Source: an optimization exercise on an open RTL-to-GDS flow (aim: small area and few clock cycles). Production flows keep margins and buffers that such runs may drop. At most, simulation tests tie the RTL to the original design; equivalence was not proved. Power and IR drop assume default switching activity.

Setup of run 1:
// led_pattern_sequencer
module led_pattern_sequencer
(
    input  logic        i_clk,
    input  logic        i_rst_n,
    input  logic        i_cfg_we,
    input  logic [2:0]  i_cfg_idx,
    input  logic [31:0] i_cfg_data,
    input  logic        i_in_valid,
    output logic        o_in_stall,
    input  logic [1:0]  i_kind,
    input  logic [31:0] i_now_ms,
    input  logic [3:0]  i_pattern_id,
    output logic        o_out_valid,
    input  logic        i_out_stall,
    output logic [3:0]  o_pixel_index,
    output logic [7:0]  o_red,
    output logic [7:0]  o_green,
    output logic [7:0]  o_blue,
    output logic [7:0]  o_brightness,
    output logic [3:0]  o_pattern_shown,
    output logic        o_last
);
==> flow/config.mk <==
export PLATFORM = sky130hd
export DESIGN_NAME = led_pattern_sequencer
export DESIGN_NICKNAME = led_pattern_sequencer
export VERILOG_FILES = /design/flow/design.v
export SDC_FILE = /design/flow/constraint.sdc
export NUM_CORES = 4
export LEC_CHECK = 0
export CAP_MARGIN = 20
export CORE_MARGIN = 2
export CORE_UTILIZATION = 60
export CTS_BUF_LIST = sky130_fd_sc_hd__clkbuf_8
export CTS_CLUSTER_DIAMETER = 50
export CTS_CLUSTER_SIZE = 12
export GPL_TIMING_DRIVEN = 0
export SLEW_MARGIN = 20
==> flow/constraint.sdc <==
create_clock -name core_clock -period 10.0 [get_ports {i_clk}]
set_input_delay 2.0000 -clock core_clock [delete_from_list [all_inputs] [get_ports {i_clk}]]
set_output_delay 2.0000 -clock core_clock [all_outputs]
set_load 0.01 [all_outputs]
standard.sh (not shown) runs the stock make flow with config.mk's settings and CLKGATE_MAP_FILE= SYNTH_SCRIPT=/design/flow/synth_recipe.tcl, a recipe that flattens the netlist after the stock synthesis.
==> flow/flow/run.sh <==
#!/bin/bash
# Own layout flow: the standard flow (standard.sh) with two changes:
#  - synthesis maps the logic with an area-oriented ABC script (flow/abc_speed.script),
#    everything else in synthesis unchanged (same registers, same names);
#  - port buffers use sky130_fd_sc_hd__buf_1 instead of the default buffer cell.
# Every tool writes its full log under orfs/logs/ (ORFS); make's output goes to make_flow.log.
set -euo pipefail
here="$PWD"
rm -rf "$here/scripts_own"
cp -r "$FLOW_HOME/scripts" "$here/scripts_own"
cp "$here/flow/abc_speed.script" "$here/scripts_own/abc_speed.script"
export BUFFER_PORTS_ARGS="-buffer_cell sky130_fd_sc_hd__buf_1"
bash standard.sh "SCRIPTS_DIR=$here/scripts_own" "BUFFER_PORTS_ARGS=$BUFFER_PORTS_ARGS" finish > "$here/make_flow.log" 2>&1
==> flow/flow/abc_speed.script <==
&get -n
&st
&syn2
&dch -f
&nf -a
&st
&syn2
&dch -f
&nf -a
&st
&syn2
&dch -f
&nf -a
&put
Testbench counts of run 1, summed over its fixed seeds: cycles 34,724.
The following lists how run 2 was set up differently from run 1:
Settings: CORE_UTILIZATION now 55, was 60; CTS_CLUSTER_SIZE now 20, was 12; CTS_CLUSTER_DIAMETER now 80, was 50; CTS_BUF_LIST now sky130_fd_sc_hd__clkbuf_16, was sky130_fd_sc_hd__clkbuf_8.
--- a/flow/flow/abc_speed.script
+++ b/flow/flow/abc_speed.script
@@ -1,3 +1,4 @@
 &get -n
+&fraig -x
 &st
 &syn2
--- outcome ---
Layout overhead on the synthesized area: run 2 > run 1
Against run 1, run 2 comes in about 0.45% lower on design area.
From run 1 to run 2 the numbers moved as follows: total design power grew by about 50%, portion of total power attributed to combinational logic grew by 16 points, area share of and/or/nand/nor cells after synthesis grew by 0.27 points, number of logic stages on the critical path including buffering shrank by about 8%.
The setup slack of run 2 is smaller than that of run 1.
Inputs modified between run 2 and run 3:
--- a/flow/flow/abc_speed.script
+++ b/flow/flow/abc_speed.script
@@ -1,4 +1,3 @@
 &get -n
-&fraig -x
 &st
 &syn2
--- outcome ---
Wire length: run 2 vs run 3, no meaningful difference
Full die area of run 3 exceeds that of run 2 slightly.
Compared with run 2, in run 3 distinct cell type count after synthesis has decreased; part of the cycle the worst path needs grew by 2.1 points; maximum fanout along the worst path up 6; via count picked up an extra 404.
Synthesized area for run 3 is higher than for run 2.
Ratio of routed vias to standard cells: run 2 vs run 3 — no meaningful difference
Run 3 | status: complete | timing, DRC, antenna: pass
NOTE count of clock-buffer cells in the layout run 2->run 3 decreased by more than 10%
Run 2 reports its capture point of the worst path as o_blue[6] while run 3 reports o_green[7].
Depth of the worst hold-timing path across run 3 and run 2: no real change.
Run 3 ends up with lower sum of internal, switching and leakage power than run 2 does.
What run 4 does differently from run 3 at the input level:
==> flow/run.sh (new file) <==
#!/bin/bash
# synth_recipe.tcl (not shown) runs the flow's synth.tcl, then flattens the netlist and writes it again
# the make line also repeats each setting of config.mk as NAME=value (left out here)
make -C /OpenROAD-flow-scripts/flow DESIGN_CONFIG=/design/flow/config.mk WORK_HOME=/design/flow/orfs CLKGATE_MAP_FILE= SYNTH_SCRIPT=/design/flow/synth_recipe.tcl finish
removed: flow/flow/run.sh
removed: flow/flow/abc_speed.script
removed: flow/standard.sh
--- outcome ---
Per the final summary, run 4 finished and its layout is clean on timing, DRC and antenna. The fraction of the cycle the final worst path needs in run 4 sits 0.76 points below the value recorded for run 3. Lower sequential share of layout area was reported by run 4, not run 3. r_oarg[1] as the startpoint of the worst setup timing path was reported by run 4, and r_oarg[3] by run 3. Run 4 vs run 3 — part of the total power dissipated in combinational logic dropped 1.2 points. Run 3 → run 4: worst slack after detailed placement went down 0.067 ns, overall power after layout went up, clock network power share picked up an extra 2.7 points, final worst setup slack now sits higher. Min share of the synthesized area in compound gates (AO/OA/AOI/OAI) across run 3 and run 4: run 4. Run 3 has lower non-clock buffer count than run 4. Diff run 3 -> run 4: worst-case hold slack went up 0.017 ns; minimum clock period after layout went down 0.076 ns.
For run 5, these inputs were changed with respect to run 4:
==> flow/flow/run.sh (new file) <==
#!/bin/bash
# Own layout flow: the standard flow (standard.sh) with two changes:
#  - synthesis maps the logic with an area-oriented ABC script (flow/abc_speed.script),
#    everything else in synthesis unchanged (same registers, same names);
#  - port buffers use sky130_fd_sc_hd__buf_1 instead of the default buffer cell.
# Every tool writes its full log under orfs/logs/ (ORFS); make's output goes to make_flow.log.
set -euo pipefail
here="$PWD"
rm -rf "$here/scripts_own"
cp -r "$FLOW_HOME/scripts" "$here/scripts_own"
cp "$here/flow/abc_speed.script" "$here/scripts_own/abc_speed.script"
export BUFFER_PORTS_ARGS="-buffer_cell sky130_fd_sc_hd__buf_1"
bash standard.sh "SCRIPTS_DIR=$here/scripts_own" "BUFFER_PORTS_ARGS=$BUFFER_PORTS_ARGS" finish > "$here/make_flow.log" 2>&1
==> flow/flow/abc_speed.script (new file) <==
&get -n
&st
&syn2
&dch -f
&nf -a
&st
&syn2
&dch -f
&nf -a
&st
&syn2
&dch -f
&nf -a
&put
buffer -c
topo
stime -c
upsize -c
dnsize -c
==> flow/standard.sh (new file) <==
#!/bin/bash
# synth_recipe.tcl (not shown) runs the flow's synth.tcl, then flattens the netlist and writes it again
# the make line also repeats each setting of config.mk as NAME=value (left out here)
make -C /OpenROAD-flow-scripts/flow DESIGN_CONFIG=/design/flow/config.mk WORK_HOME=/design/flow/orfs CLKGATE_MAP_FILE= SYNTH_SCRIPT=/design/flow/synth_recipe.tcl "${@:-finish}"
removed: flow/run.sh
Notes after the runs:
- Of the two values seen for slowest cell on the critical path, sky130_fd_sc_hd__dfxtp_1 was produced by run 5 and sky130_fd_sc_hd__edfxtp_1 by run 4.
- Comparing run 5 and run 4, the lower net total in the final layout is on run 5.
- Run 5 vs run 4: mean instance size in the synthesized netlist down by a few percent
- Run 5 vs. run 4: clock group share of total power went down by 2.5 points.
- Re power in combinational cells: run 4 was lower than run 5.
- Met2 routed wirelength: run 5 vs run 4 down 2.6 mm
- Summary of run 5 over run 4: flip-flop and latch share of the layout cell area up 2.2 points; average wire length per cell after detail routing down 4.4%.
- Comparing run 5 and run 4, the lower global-route usage was measured on run 5.
diff inputs: run 5 => run 6
==> flow/flow/abc_speed.script <==
&get -n
&st
&syn2
&dch -f
&nf -a
&st
&syn2
&dch -f
&nf -a
&put
Notes after the runs:
- The flow did not stop early for run 6: all stages ran, and the layout cleared the timing, design-rule and antenna checks.
- Run 5 reports its first element of the critical path as r_pcnt[0] while run 6 reports r_oarg[1].
- Note that the fmax recorded for run 6 amounts to 0.934 times the value seen in run 5.
- Run 6 ends up with higher hold slack than run 5 does.
- Category of the critical setup timing path = reg -> reg: run 5; category of the critical setup timing path = reg -> out: run 6
- Run 5 vs run 6, capturing instance or port of the critical path: r_period[22] vs o_green[7]
- Compared to run 5, run 6 has wire length of the first global-routing pass about 13% lower.

* * *

## exp/pepper
led_pattern_sequencer, a different RTL version from the one above (not shown whole).
For scale: roughly 2800 cells after synthesis, roughly 120 I/O pins.
export LEC_CHECK = 0
export CAP_MARGIN = 20
export CORE_MARGIN = 2
export CORE_UTILIZATION = 55
export CTS_BUF_LIST = sky130_fd_sc_hd__clkbuf_16
export CTS_CLUSTER_DIAMETER = 80
export CTS_CLUSTER_SIZE = 20
export GPL_TIMING_DRIVEN = 0
export SLEW_MARGIN = 20
create_clock -name core_clock -period 10.0 [get_ports {i_clk}]
run.sh (not shown) runs the stock make flow with config.mk's settings and CLKGATE_MAP_FILE= SYNTH_SCRIPT=/design/flow/synth_recipe.tcl, a recipe that flattens the netlist after the stock synthesis.
Stock flow here: none of the scripts above is used.
exp/pepper did not stop at any stage, and its layout met the timing, design-rule and antenna checks.
For exp/sierra, these inputs were changed with respect to exp/pepper:
==> flow/flow/run.sh (new file) <==
#!/bin/bash
# Own layout flow: the standard flow (standard.sh) with two changes:
#  - synthesis maps the logic with an area-oriented ABC script (flow/abc_speed.script),
#    everything else in synthesis unchanged (same registers, same names);
#  - port buffers use sky130_fd_sc_hd__buf_1 instead of the default buffer cell.
# Every tool writes its full log under orfs/logs/ (ORFS); make's output goes to make_flow.log.
set -euo pipefail
here="$PWD"
rm -rf "$here/scripts_own"
cp -r "$FLOW_HOME/scripts" "$here/scripts_own"
cp "$here/flow/abc_speed.script" "$here/scripts_own/abc_speed.script"
export BUFFER_PORTS_ARGS="-buffer_cell sky130_fd_sc_hd__buf_1"
bash standard.sh "SCRIPTS_DIR=$here/scripts_own" "BUFFER_PORTS_ARGS=$BUFFER_PORTS_ARGS" finish > "$here/make_flow.log" 2>&1
==> flow/flow/abc_speed.script (new file) <==
&get -n
&st
&dch
&nf
&st
&syn2
&if -g -K 6
&synch2
&nf
&st
&dch -f
&nf -a
&put
buffer -c
topo
stime -c
upsize -c
dnsize -c
==> flow/standard.sh (new file) <==
#!/bin/bash
# synth_recipe.tcl (not shown) runs the flow's synth.tcl, then flattens the netlist and writes it again
# the make line also repeats each setting of config.mk as NAME=value (left out here)
make -C /OpenROAD-flow-scripts/flow DESIGN_CONFIG=/design/flow/config.mk WORK_HOME=/design/flow/orfs CLKGATE_MAP_FILE= SYNTH_SCRIPT=/design/flow/synth_recipe.tcl "${@:-finish}"
removed: flow/run.sh
### Flow results
Compared with exp/pepper, in exp/sierra synthesized area went down by 4.9%, maximum frequency down about 6%, number of multi-input combinational cells in the layout higher, critical path depth went up by 5. Diff exp/pepper -> exp/sierra: clock skew did not really move; placed standard-cell area went down; area of all placed cells without fillers went down; routing usage on met1 went up; sequential power did not really move. The final report for exp/sierra shows a completed flow and a layout that fails verification, specifically negative setup slack. Compared with exp/pepper, in exp/sierra total number of placement rows moved down; global-route wire length before repair has decreased.
No run of this note included a check of the RTL's function; only the layout flow was run.

==> separate check: timing with driven ports <==
How much do the figures lean on ideal ports? The routed layouts below were timed once more, with nothing changed but the port constraints. Step 1, drivers: a clkbuf_16 drives i_clk and a buf_2 each remaining input, both assumed. Step 2 also shifts input and output timing later by t, the mid clock arrival at the registers, as if the neighbouring blocks saw the same clock. Slacks: ideal / step 1 / step 2; pairs: ideal / step 1.
run	t (ns)	setup WS [ns]	hold slack, ns
run 1	0.676	0.920 / 0.865 / 0.940	0.441 / 0.441 / 0.441
run 2	0.628	0.758 / 0.701 / 0.917	0.466 / 0.466 / 0.466
run 3	0.611	0.543 / 0.487 / 0.938	0.440 / 0.440 / 0.440
run 4	0.635	0.620 / 0.559 / 0.923	0.458 / 0.458 / 0.458
run 5	0.615	1.237 / 1.237 / 1.237	0.453 / 0.453 / 0.453
run 6	0.609	0.621 / 0.567 / 0.825	0.468 / 0.468 / 0.468
exp/pepper	0.648	0.250 / 0.228 / 0.228	0.455 / 0.455 / 0.455
exp/sierra	0.613	-0.379 / -0.423 / -0.423	0.480 / 0.480 / 0.480
The setup slack of exp/sierra, which loses most, moves by -0.044 ns with the drivers and by -0.044 ns with both steps.
